From an optimization exercise on the open Yosys and OpenROAD flow, aimed at small area; shortcuts taken in it are not production practice.
In this exercise RTL edits were held to simulation tests only and were not proved equivalent to the original.
Power is estimated from default activity; no workload was simulated.

`design/flow/flow/run.sh`:
```
#!/bin/bash
# Standard ORFS layout (standard.sh) with these changes:
#  - synthesis: flow/synth.tcl, the standard flow's synthesis script without the quick ABC pass before the
#    adder extraction and with an area-oriented final ABC
#    mapping (flow/area.abc); flip-flops are mapped before that step, as in the standard one
#  - port buffers use the smallest buffer, sky130_fd_sc_hd__buf_1 (every port is still buffered)
#  - clock tree synthesis with a clkbuf_8 root, clkbuf_4 leaves and no dummy loads
# The make output goes to flow_make.log; ORFS writes each tool's log under orfs/logs/.
set -euo pipefail
here=$(pwd)
export MY_ABC_SCRIPT="$here/flow/area.abc"
export BUFFER_PORTS_ARGS="-buffer_cell sky130_fd_sc_hd__buf_1"
export CTS_ARGS="-sink_clustering_enable -repair_clock_nets -root_buf sky130_fd_sc_hd__clkbuf_8 -buf_list sky130_fd_sc_hd__clkbuf_4 -dont_use_dummy_load"
bash standard.sh SYNTH_SCRIPT="$here/flow/synth.tcl" finish > flow_make.log 2>&1
```
`design/flow/flow/area.abc`:
```
strash
dch
amap -m -F 8 -A 8
strash
dch
amap -m -F 8 -A 8
topo
dnsize -c
```
`design/flow/flow/synth.tcl`:
```
# The standard flow's synthesis script (synth_recipe.tcl) with two changes to the combinational mapping:
#  - the fine stage of Yosys's synth runs without its quick ABC pass (-noabc), so that
#    extract_fa still finds the ripple adders' full adders;
#  - the final ABC technology mapping, which runs after the flip-flops are mapped, uses
#    flow/area.abc (area-oriented mapping with amap) in place of ORFS's delay-oriented script.
# The registers (names and cells) are the standard synthesis's.
proc synth {args} {
  if { [lsearch -exact $args fine:] >= 0 } { lappend args -noabc }
  yosys synth -nofsm -noshare {*}$args
}
proc abc {args} {
  set i [lsearch -exact $args -script]
  if { $i >= 0 } { lset args [expr {$i + 1}] $::env(MY_ABC_SCRIPT) }
  yosys abc {*}$args
}
source $::env(SCRIPTS_DIR)/synth.tcl
# left out here: clear keep_hierarchy, flatten, clean up, hide names made inside functions, write 1_2_yosys.v
```
`design/flow/standard.sh`:
```
#!/bin/bash
# synth_recipe.tcl (not shown) runs the flow's synth.tcl, then flattens the netlist and writes it again
# the make line also repeats each setting of config.mk as NAME=value (left out here)
make -C /OpenROAD-flow-scripts/flow DESIGN_CONFIG=/design/flow/config.mk WORK_HOME=/design/flow/orfs CLKGATE_MAP_FILE= SYNTH_SCRIPT=/design/flow/synth_recipe.tcl "${@:-finish}"
```
`design/flow/config.mk`:
```
export PLATFORM = sky130hd
export DESIGN_NAME = sidAudioPath
export DESIGN_NICKNAME = sidAudioPath
export VERILOG_FILES = /design/flow/design.v
export SDC_FILE = /design/flow/constraint.sdc
export NUM_CORES = 4
export LEC_CHECK = 0
export CAP_MARGIN = 0
export CORE_MARGIN = 2
export CORE_UTILIZATION = 40
export CTS_BUF_LIST = sky130_fd_sc_hd__clkbuf_4
export SLEW_MARGIN = 0
```
`design/flow/constraint.sdc`:
```
create_clock -name core_clock -period 25.0 [get_ports {clk}]
set_input_delay 5.0000 -clock core_clock [delete_from_list [all_inputs] [get_ports {clk}]]
set_output_delay 5.0000 -clock core_clock [all_outputs]
set_load 0.01 [all_outputs]
```
`design/flow/design.v`:
```
package sidPkg;
  typedef enum logic [1:0] {
    modeBypass   = 2'd0,   
    modeLowpass  = 2'd1,   
    modeHighpass = 2'd2    
  } filterMode_t;
  typedef logic signed [15:0] sample_t;   
  typedef logic signed [16:0] wide_t;     
  typedef logic signed [11:0] voice_t;    
  function automatic wide_t satWide(input logic signed [17:0] x);
    if (x[17] != x[16]) begin
      satWide = x[17] ? 17'h10000 : 17'h0ffff;   
    end else begin
      satWide = x[16:0];
    end
  endfunction
endpackage
`timescale 1ns/1ps
module sidAudioPath (
  input  logic                   clk,
  input  logic                   rst,
  input  logic                   sampleValid,
  input  sidPkg::voice_t         voice0,
  input  sidPkg::voice_t         voice1,
  input  sidPkg::voice_t         voice2,
  input  logic [7:0]             env0,
  input  logic [7:0]             env1,
  input  logic [7:0]             env2,
  input  logic [3-1:0] filterRoute,
  input  sidPkg::filterMode_t    mode,
  input  logic [15:0]            coef,
  input  logic [3:0]             volume,
  output sidPkg::sample_t        audioOut,
  output logic                   audioValid
);
  logic [11:0] v0, v1, v2;
  logic [7:0]  e0, e1, e2;    
  logic [2:0]  route;
  logic signed [15:0] H;      
  logic signed [17:0] acc;    
  logic signed [15:0] lp;     
  localparam logic [2:0] PH_F = 3'd0, PH_FILT = 3'd1, PH_P = 3'd2, PH_D = 3'd3, PH_VOL = 3'd4;
  logic [2:0] ph;
  logic [2:0] sc;             
  logic [2:0] left;           
  logic       busy, accPend, cPend;    
  logic [2:0] rt;             
  logic [2:0] cand;           
  logic [2:0] vOne;           
  logic       inF, isX, inFilt, isP, inD, inVol, isVoice, run;
  logic       opFirst, voiceLast, accStep, filtLast, cStep;
  logic [2:0] filtPair;
  assign rt      = (filterRoute & {3{sampleValid}}) | (route & {3{~sampleValid}});
  assign cand    = left & ((ph == PH_D) ? ~rt : rt);
  assign vOne    = {cand[2] & ~cand[1] & ~cand[0], cand[1] & ~cand[0], cand[0]};
  assign isX     = (ph == PH_F) & (cand == 3'd0);
  assign inF     = (ph == PH_F) & ~isX;
  assign inFilt  = ph == PH_FILT;
  assign isP     = ph == PH_P;
  assign inD     = ph == PH_D;
  assign inVol   = ph == PH_VOL;
  assign isVoice = inF | inD;
  assign busy    = ~((ph == PH_F) & (sc == 3'd0) & (left == 3'b111));
  assign run     = busy | sampleValid;
  assign opFirst = sc == 3'd0;
  assign voiceLast = isVoice & (sc[1:0] == 2'd3);
  assign accStep = accPend;
  assign cStep   = cPend;
  assign filtLast = inFilt & (sc == 3'd7);
  assign filtPair = sc;
  always_ff @(posedge clk) begin
    if (rst | ~run) begin
      ph   <= PH_F;
      sc   <= '0;
      left <= 3'b111;
    end else begin
      sc      <= sc + 3'd1;
      if (voiceLast) begin
        left <= left & ~vOne;
        sc   <= '0;
        if ((cand & ~vOne) == 3'd0) ph <= inF ? PH_F : PH_VOL;
      end
      if (isX) begin
        ph <= PH_FILT;
        sc <= '0;
      end
      if (filtLast) ph <= PH_P;
      if (isP) begin
        ph <= ((left & ~route) == 3'd0) ? PH_VOL : PH_D;
        sc <= '0;
      end
      if (inVol & sc[0]) begin
        ph   <= PH_F;
        sc   <= '0;
        left <= 3'b111;
      end
    end
  end
  always_ff @(posedge clk) begin
    accPend    <= run & voiceLast;
    cPend      <= run & isP;
    audioValid <= ~rst & busy & inVol & sc[0];
  end
  logic signed [17:0] aOp, bOp, sum, res;
  logic               cin, zero, clipOn;
  logic signed [15:0] clip;
  assign zero   = rst | sampleValid;
  assign clipOn = ~accStep | inVol;
  always_comb begin
    aOp = (isP | zero) ? {{2{lp[15]}}, lp} : acc;
    bOp = '0;
    cin = 1'b0;
    if (zero | inFilt) begin
      bOp = ~{{2{lp[15]}}, lp};
      cin = 1'b1;
    end else if (accStep | isP) begin
      bOp = {{2{H[15]}}, H};
    end
  end
  rca #(18) aluAdd (.a(aOp), .b(bOp), .cin(cin), .s(sum));
  always_comb begin
    if (clipOn && !sum[17] && (sum[16] || sum[15]))      res = 18'sh07fff;
    else if (clipOn && sum[17] && !(sum[16] && sum[15])) res = -18'sh08000;
    else                                                 res = sum;
  end
  assign clip = res[15:0];
  logic [11:0]        vSel;
  logic [7:0]         eSel;
  logic signed [15:0] M;
  logic [1:0]         bits;
  logic signed [15:0] hEff;
  logic signed [17:0] mExt, row1, engSum;
  logic signed [15:0] engOut;
  logic [11:0] v0n, v1n, v2n;
  logic [7:0]  e0n, e1n, e2n;
  assign v0n = (voice0 & {12{sampleValid}}) | (v0 & {12{~sampleValid}});
  assign v1n = (voice1 & {12{sampleValid}}) | (v1 & {12{~sampleValid}});
  assign v2n = (voice2 & {12{sampleValid}}) | (v2 & {12{~sampleValid}});
  assign e0n = sampleValid ? {env0[1:0], env0[7:2]} : {e0[1:0], e0[7:2]};
  assign e1n = sampleValid ? {env1[1:0], env1[7:2]} : {e1[1:0], e1[7:2]};
  assign e2n = sampleValid ? {env2[1:0], env2[7:2]} : {e2[1:0], e2[7:2]};
  always_comb begin
    vSel = ({12{vOne[0]}} & v0n) | ({12{vOne[1]}} & v1n) | ({12{vOne[2]}} & v2n);
    eSel = ({8{vOne[0]}} & e0n) | ({8{vOne[1]}} & e1n) | ({8{vOne[2]}} & e2n);
  end
  always_comb begin
    if (inF)         bits = eSel[7:6];
    else if (inD)    bits = eSel[3:2];            
    else if (inFilt) bits = coef[2*filtPair +: 2];
    else if (inVol)  bits = sc[0] ? volume[3:2] : volume[1:0];
    else             bits = 2'b00;
  end
  assign M      = isVoice ? {vSel, 4'b0000} : clip;
  assign hEff   = opFirst ? 16'sd0 : H;
  assign mExt   = {{2{M[15]}}, M};
  rca #(18) engAdd1 (.a({{2{hEff[15]}}, hEff}), .b(bits[0] ? mExt : 18'sd0), .cin(1'b0), .s(row1));
  rca #(18) engAdd2 (.a(row1), .b(bits[1] ? {mExt[16:0], 1'b0} : 18'sd0), .cin(1'b0), .s(engSum));
  assign engOut = engSum[17:2];
  always_ff @(posedge clk) begin
    v0    <= v0n;
    v1    <= v1n;
    v2    <= v2n;
    if (sampleValid) route <= filterRoute;
    e0    <= e0n;
    e1    <= e1n;
    e2    <= e2n;
    H <= engOut;
  end
  always_ff @(posedge clk) begin
    if (sampleValid | accStep | (filtLast & (mode == 2'd2)) | (isP & (mode == 2'd1)) |
        (cStep & (mode[0] == mode[1]))) begin
      acc <= res;
    end
  end
  always_ff @(posedge clk) begin
    if (rst | isP) lp <= clip;
  end
  assign audioOut = H;
endmodule
module rca #(parameter int W = 16) (
  input  logic [W-1:0] a,
  input  logic [W-1:0] b,
  input  logic         cin,
  output logic [W-1:0] s
);
  logic [W:0] c;
  assign c[0] = cin;
  for (genvar i = 0; i < W; i++) begin : gBit
    assign s[i]   = a[i] ^ b[i] ^ c[i];
    assign c[i+1] = (a[i] & b[i]) | (a[i] & c[i]) | (b[i] & c[i]);
  end
endmodule
```
==> results of run 1 <==
cells in the mapped netlist (3+ instances only):
cell,instances
dfxtp_1,88
a22o_1,76
nor2_1,70
clkinv_1,60
fa_1,47
edfxtp_1,37
o21ai_0,36
nand2_1,30
o22ai_1,27
a222oi_1,16
a21oi_1,10
nor3_1,8
a22oi_1,5
ha_1,5
a211oi_1,3
nand4_1,3
o22a_1,3
per-layer routing:
metal	share of wire [%]	routed length, µm
met2	48	7172
met1	43	6518
met4	0.67	101
met3	8.3	1250
met5	0	0
layout make-up:
cell class / instances / area (µm²) / area share (%)
Clock buffer: 17 / 133.9 / 1.957
Inverter: 60 / 225.2 / 3.292
Sequential cell: 125 / 2873 / 42.00
Tap cell: 184 / 230.2 / 3.366
Timing Repair Buffer: 120 / 511.7 / 7.481
Multi-Input combinational cell: 354 / 2867 / 41.91
worst max-delay path: cells and delay by family:
kind | cells | cell delay, ps
buffers and inverters | 4 | 870
AOI/OAI and AO/OA | 8 | 1410
adders and majority gates | 34 | 15120
and+or+nand+nor | 6 | 570
power groups by stage:
stage                     Clock, mW  Sequential, mW  Combinational, mW
after detailed placement          0           0.330              0.318
after floorplan                   0           0.326              0.209
final                        0.0956           0.325              0.318
after CTS                    0.0998           0.326              0.322
after global routing          0.108           0.331              0.366
after global placement            0           0.329              0.311
per-stage QoR:
| step | util, % | cells | cell area [µm²] |
|---|---|---|---|
| after floorplan | - | 539 | 5954 |
| after global placement | 46.14 | 843 | 6706 |
| after detailed placement | 46.14 | 843 | 6706 |
| after CTS | 47.06 | 860 | 6840 |
| after global routing | 47.06 | 860 | 6840 |
| final | 47.06 | 860 | 6840 |
path summary, 6_finish.rpt:
kind                            start  endpoint  slack, ps  cells after the start
worst max-delay path              rst     H[15]       2380                     52
worst min-delay path            e0[6]     e0[4]        460                      1
worst max register to register  ph[1]     H[15]       6060                     53
worst min register to register  e0[6]     e0[4]        460                      1
flip-flops by register name, indices dropped and copies added, names as in the netlist, 3 cells and up:
signal / flops
route: 3
v0: 12
acc: 18
ph: 3
e1: 8
sc: 3
lp: 16
left: 3
e2: 8
v1: 12
e0: 8
H: 16
v2: 12
kinds of logic after synthesis:
group | after synthesis | share of synthesized area [%]
flip-flops | 125 | 48.25
adder cells (fa/ha/maj) | 52 | 16.85
buffers and inverters | 60 | 3.782
AND/OR/NAND/NOR | 121 | 8.321
AO/OA/AOI/OAI | 181 | 22.80
==> run_results.csv, run 1 <==
group,metric,value,unit
synth,synth_top_area_share,29.59,%
timing,post-route-period-util,90.48,%
die,die_width,126.0,µm
global_route,grt_util_met1,26.50,%
synth,synth_area_leaders,"dfxtp_1 (30%), edfxtp_1 (19%), fa_1 (16%)",
die,core,0.01453,mm²
place,port_buffers,104,
timing,tightest_slew,978.6,ps
critical_path,cp_slowest_cell,"fa_1",
drt,drt_wl_total,15.04,mm
global_route,grt_use_met3,6.245,%
global_route,overflow,0,
die,io_pins,105,
timing,finalHoldViolations,0,
cts,hold_buffers,0,
timing,fmax,0.04421,GHz
cts,cts_tree,"yes",
pwr,clkPwrFrac,12.9,%
synth,ys_seq_elements,125,
timing,fin_ws,2379,ps
die,std_cell_rows,44,
global_route,grt_busiest_layer,"met2",
finish,final_common_cell,"buf_1",
drt,routedWlPerCell,17.49,µm
timing,fin_worst_skew,31.26,ps
cts,cts.path.max_buffers,2,
finish,num_antenna_cells,0,
finish,drive_gt1_share,5.325,%
pwr,internal_power,0.4495,mW
timing,rsz0062_at_grt,"no",
timing,slew_violations,0,
synth,syn_inst,539,
die,die_area,0.01588,mm²
outcome,status,"finished clean",
critical_path,crit_required,25350,ps
finish,area_growth,14.88,%
timing,setup_violations,0,
finish,fillers,1412,
global_route,grt_pass1_vias,4845,
die,start_util,40.97,%
synth,synth_seq_area_share,48.25,%
pwr,switching_share,39.14,%
drt,dr.first_iter.drc_count,466,
hold_path,hp-class,"reg -> reg",
pwr,p_leak,2.683,nW
synth,synth_edf_count,37,
pwr,report.power.total,0.7386,mW
timing,relSlewSlack,34.58,%
cts,clkLatencyLatePin,410,ps
pwr,switching_power,0.2891,mW
place,dp_hpwl,10.89,mm
place,gp_congestion,0.8299,
cts,post_cts_buffers,0,
synth,synthArstFlopShare,0,%
global_route,grt_max_degree,69,
cts,path_clk_slew,100,ps
global_route,grt_pass1_wl,24.69,mm
critical_path,crit_top_cell,"fa_1",
synth,ys_types,26,
critical_path,critPathMaxStageDelay,520,ps
drt,viasPerCell,5.509,
critical_path,startpoint_type,"input pin",
cts,cts_sinks,125,
synth,avgSynthCellArea,11.05,µm²
synth,synth-main-ff-cell,"dfxtp_1",
pwr,combPwrFrac,43.0,%
drt,antenna_left,0,
global_route,met2_usage,32.01,%
timing,fin_setup_tns,0,ps
global_route,antenna_found_initial,0,
synth,yosys.area.top_type,"dfxtp_1",
finish,mostFrequentLayoutCells,"buf_1 (103), dfxtp_1 (88), a22o_1 (76)",
pwr,pwr-share-seq,44.0,%
synth,syn-num-nets,679,
synth,synth_warnings,1,
cts,cts-root-buf,"clkbuf_8",
timing,whs,456.0,ps
drt,vias,4738,
die,die_height,126.0,µm
pwr,power.density,108.0,mW/mm²
finish,nets,818,
drt,firstDrtPassIters,5,
critical_path,worstSetupEndpointType,"flip-flop",
pwr,peakVddDrop,51.99,µV
critical_path,cp.arrival,22970,ps
cts,ctsHtreeMaxLevel,4,
drt,drc,0,
timing,finalCriticalPeriod,22620,ps
synth,netlist_area,0.005954,mm²
run,max_cap_violations,0,
global_route,grt_usage,19.90,%
place,preCtsSetupSlack,1850,ps
critical_path,worstSetupPathType,"in -> reg",
cts,post_cts_resized,0,
critical_path,crit_path_max_fanout,17,
cts,cts_buffers,17,
==> run 2: changes to the inputs <==
--- a/design/flow/design.v
+++ b/design/flow/design.v
@@ -39,7 +39,7 @@
   logic signed [15:0] H;      
   logic signed [17:0] acc;    
   logic signed [15:0] lp;     
-  localparam logic [2:0] PH_F = 3'd0, PH_FILT = 3'd1, PH_P = 3'd2, PH_D = 3'd3, PH_VOL = 3'd4;
+  localparam logic [2:0] PH_F = 3'd0, PH_FILT = 3'd1, PH_D = 3'd2, PH_VOL = 3'd3, PH_P = 3'd4;
   logic [2:0] ph;
   logic [2:0] sc;             
   logic [2:0] left;           
@@ -56,7 +56,7 @@
   assign isX     = (ph == PH_F) & (cand == 3'd0);
   assign inF     = (ph == PH_F) & ~isX;
   assign inFilt  = ph == PH_FILT;
-  assign isP     = ph == PH_P;
+  assign isP     = ph[2];       
   assign inD     = ph == PH_D;
   assign inVol   = ph == PH_VOL;
   assign isVoice = inF | inD;
@@ -173,7 +173,8 @@
     end
   end
   always_ff @(posedge clk) begin
-    if (rst | isP) lp <= clip;
+    if (rst)      lp <= '0;
+    else if (isP) lp <= clip;
   end
   assign audioOut = H;
 endmodule
==> run 2 against run 1 <==
Against the previous run: power down 28%; first-iteration DRC count down 20%; register-to-register slack better by 50 ps; maximum frequency down 3.0%; highest routed layer unchanged; count of clock-buffer cells in the layout unchanged; design area down 0.53%.
==> run_results.csv, run 2 <==
group,metric,value,unit
synth,synth_seq_area_share,45.66,%
finish,area_growth,14.53,%
timing,fin_ws,1669,ps
timing,fin_worst_skew,53.76,ps
place,port_buffers,104,
critical_path,path_buf_inv,4,
finish,nets,835,
critical_path,cp.arrival,23660,ps
cts,post_cts_resized,0,
global_route,grt_max_degree,69,
cts,clkLatencyLatePin,420,ps
finish,num_antenna_cells,0,
outcome,status,"finished clean",
die,core,0.01453,mm²
critical_path,crit_top_cell,"fa_1",
cts,path_clk_slew,120,ps
critical_path,startpoint_type,"input pin",
synth,syn-num-nets,699,
synth,yosys.area.top_type,"dfxtp_1",
place,gp_congestion,0.8997,
die,die_height,125.9,µm
hold_path,hold_depth,1,
timing,tightest_slew,1074,ps
timing,finalHoldViolations,0,
timing,slew_violations,0,
finish,regMostFlops,"acc",
finish,final_common_cell,"dfxtp_1",
critical_path,cpLargestDelayFamily,"adder cells",
finish,reg_top3,"acc x18, H x16, lp x16",
drt,viasPerCell,5.637,
timing,rsz0062_at_grt,"no",
timing,fmax,0.04286,GHz
finish,largest_reg_flops,18,
place,preCtsSetupSlack,1242,ps
critical_path,crit_required,25330,ps
cts,cts-root-buf,"clkbuf_8",
drt,antenna_left,0,
timing,finalCriticalPeriod,23330,ps
synth,syn_inst,559,
cts,post_cts_buffers,0,
critical_path,crit_path_max_fanout,19,
synth,synth_edf_count,21,
drt,vias,4944,
cts,cts_tree,"yes",
global_route,grt_pass1_wl,26.27,mm
critical_path,critPathMaxStageDelay,510,ps
cts,cts.path.max_buffers,2,
synth,synth_top_area_share,35.05,%
critical_path,worstSetupEndpointType,"flip-flop",
pwr,peakVddDrop,33.74,µV
cts,ctsHtreeMaxLevel,4,
cts,cts_sinks,125,
drt,firstDrtPassIters,6,
finish,mostFrequentLayoutCells,"dfxtp_1 (104), buf_1 (103), nor2_1 (78)",
critical_path,worstSetupPathType,"in -> reg",
hold_path,hp-class,"reg -> reg",
place,dp_hpwl,11.33,mm
synth,ys_types,29,
synth,yosysMostFrequentCell,"dfxtp_1",
die,std_cell_rows,44,
die,die_width,125.9,µm
timing,fin_setup_tns,0,ps
synth,netlist_area,0.005941,mm²
drt,routedWlPerCell,18.16,µm
synth,avgSynthCellArea,10.63,µm²
finish,fin_cells,877,
timing,setup_violations,0,
synth,ys_seq_elements,125,
critical_path,cp_slowest_cell,"clkinv_1",
pwr,p_leak,2.620,nW
pwr,power.density,77.78,mW/mm²
finish,drive_gt1_share,4.762,%
synth,synth-main-ff-cell,"dfxtp_1",
timing,relSlewSlack,28.18,%
drt,dr.first_iter.drc_count,373,
synth,synth_warnings,1,
run,max_cap_violations,0,
synth,synthArstFlopShare,0,%
critical_path,worstRegToRegCells,51,
drt,drt_wl_total,15.93,mm
cts,hold_buffers,0,
global_route,grt_pass1_vias,5163,
critical_path,cp.depth,49,
die,io_pins,105,
die,die_area,0.01584,mm²
die,start_util,40.87,%
place,post-place-cells,860,
cts,cts_buffers,17,
global_route,grt_usage,20.92,%
global_route,antenna_found_initial,0,
timing,post-route-period-util,93.32,%
drt,drc,0,
synth,synth_commonest_cells,"dfxtp_1 (104), nor2_1 (78), a22o_1 (75), clkinv_1 (60), fa_1 (47)",
synth,synth_area_leaders,"dfxtp_1 (35%), fa_1 (16%), a22o_1 (11%)",
global_route,overflow,0,
run 2: cell type report:
| cell class | count | area [µm²] |
|---|---|---|
| clock buffers | 17 | 133.9 |
| multi-input cells | 373 | 3005 |
| flip-flops and latches | 125 | 2713 |
| well taps | 184 | 230.2 |
| inverters | 60 | 225.2 |
| fillers | 1432 | 7730 |
| repair buffers | 118 | 496.7 |
run 2: worst paths after layout:
check | start | slack [ps] | endpoint
max | rst | 1670 | H[15]
min | e0[6] | 430 | e0[4]
max reg2reg | ph[2] | 6110 | H[15]
min reg2reg | e0[6] | 430 | e0[4]
run 2: report_power, final:
part / internal (mW) / switching [mW] / leakage [nW] / total (mW)
registers: 0.243 / 0.0158 / 1.07 / 0.259
logic: 0.0639 / 0.112 / 1.47 / 0.176
clock network: 0.0333 / 0.0614 / 0.0808 / 0.0947
run 2: layer usage:
| layer | part of all wire, % | routed length, µm | vias to the layer above | global-route usage (%) |
|---|---|---|---|---|
| met5 | 0 | 0 | - | 0 |
| met4 | 1.7 | 274 | 0 | 8.080 |
| met3 | 6.1 | 979 | 26 | 5.183 |
| met2 | 47 | 7452 | 155 | 32.72 |
| met1 | 45 | 7220 | 2423 | 28.21 |
| li1 | - | - | 2340 | - |
run 2: cell families after synthesis:
group / synth area share [%]
AOI/OAI and AO/OA: 25.38
DFF: 45.66
and+or+nand+nor: 8.067
buffers and inverters: 3.854
adders and majority gates: 16.89
xor gates and xnor gates: 0.1475
run 2: metrics by stage:
stage               power [mW]  hold WS (ps)  area [µm²]  util (%)
finish                  0.5293         431.5        6804     46.81
global route            0.5683         446.9        6804     46.81
CTS                     0.5358         430.0        6804     46.81
detailed placement      0.4397         432.5        6670     45.89
global placement        0.4360         425.7        6670     45.89
floorplan               0.3730         419.5        5941         -

==> static timing again, ports no longer ideal <==
No port has a modelled driver above. Below, the same layouts with a new extraction and two added sets of constraints. Step 1 (the two cells are an assumption about what drives the block):
set clk [get_ports {clk}]
set_driving_cell -lib_cell sky130_fd_sc_hd__clkbuf_16 $clk
set_driving_cell -lib_cell sky130_fd_sc_hd__buf_2 [delete_from_list [all_inputs] $clk]
Step 2 also shifts input and output timing later by t, the mid clock arrival at the registers, as if the neighbouring blocks saw the same clock. a / b / c = ideal ports / drivers / drivers and shift; a / b = the first two.
| run | t, ns | setup WS [ns] | worst data-port slew with drivers (ns) |
|---|---|---|---|
| run 1 | 0.433 | 2.379 / 2.394 / 1.960 | 0.06 |
| run 2 | 0.431 | 1.669 / 1.683 / 1.252 | 0.05 |
After both steps every run listed still meets setup and hold. The setup slack of run 1, which loses most, moves by +0.015 ns with the drivers and by -0.419 ns with both steps.
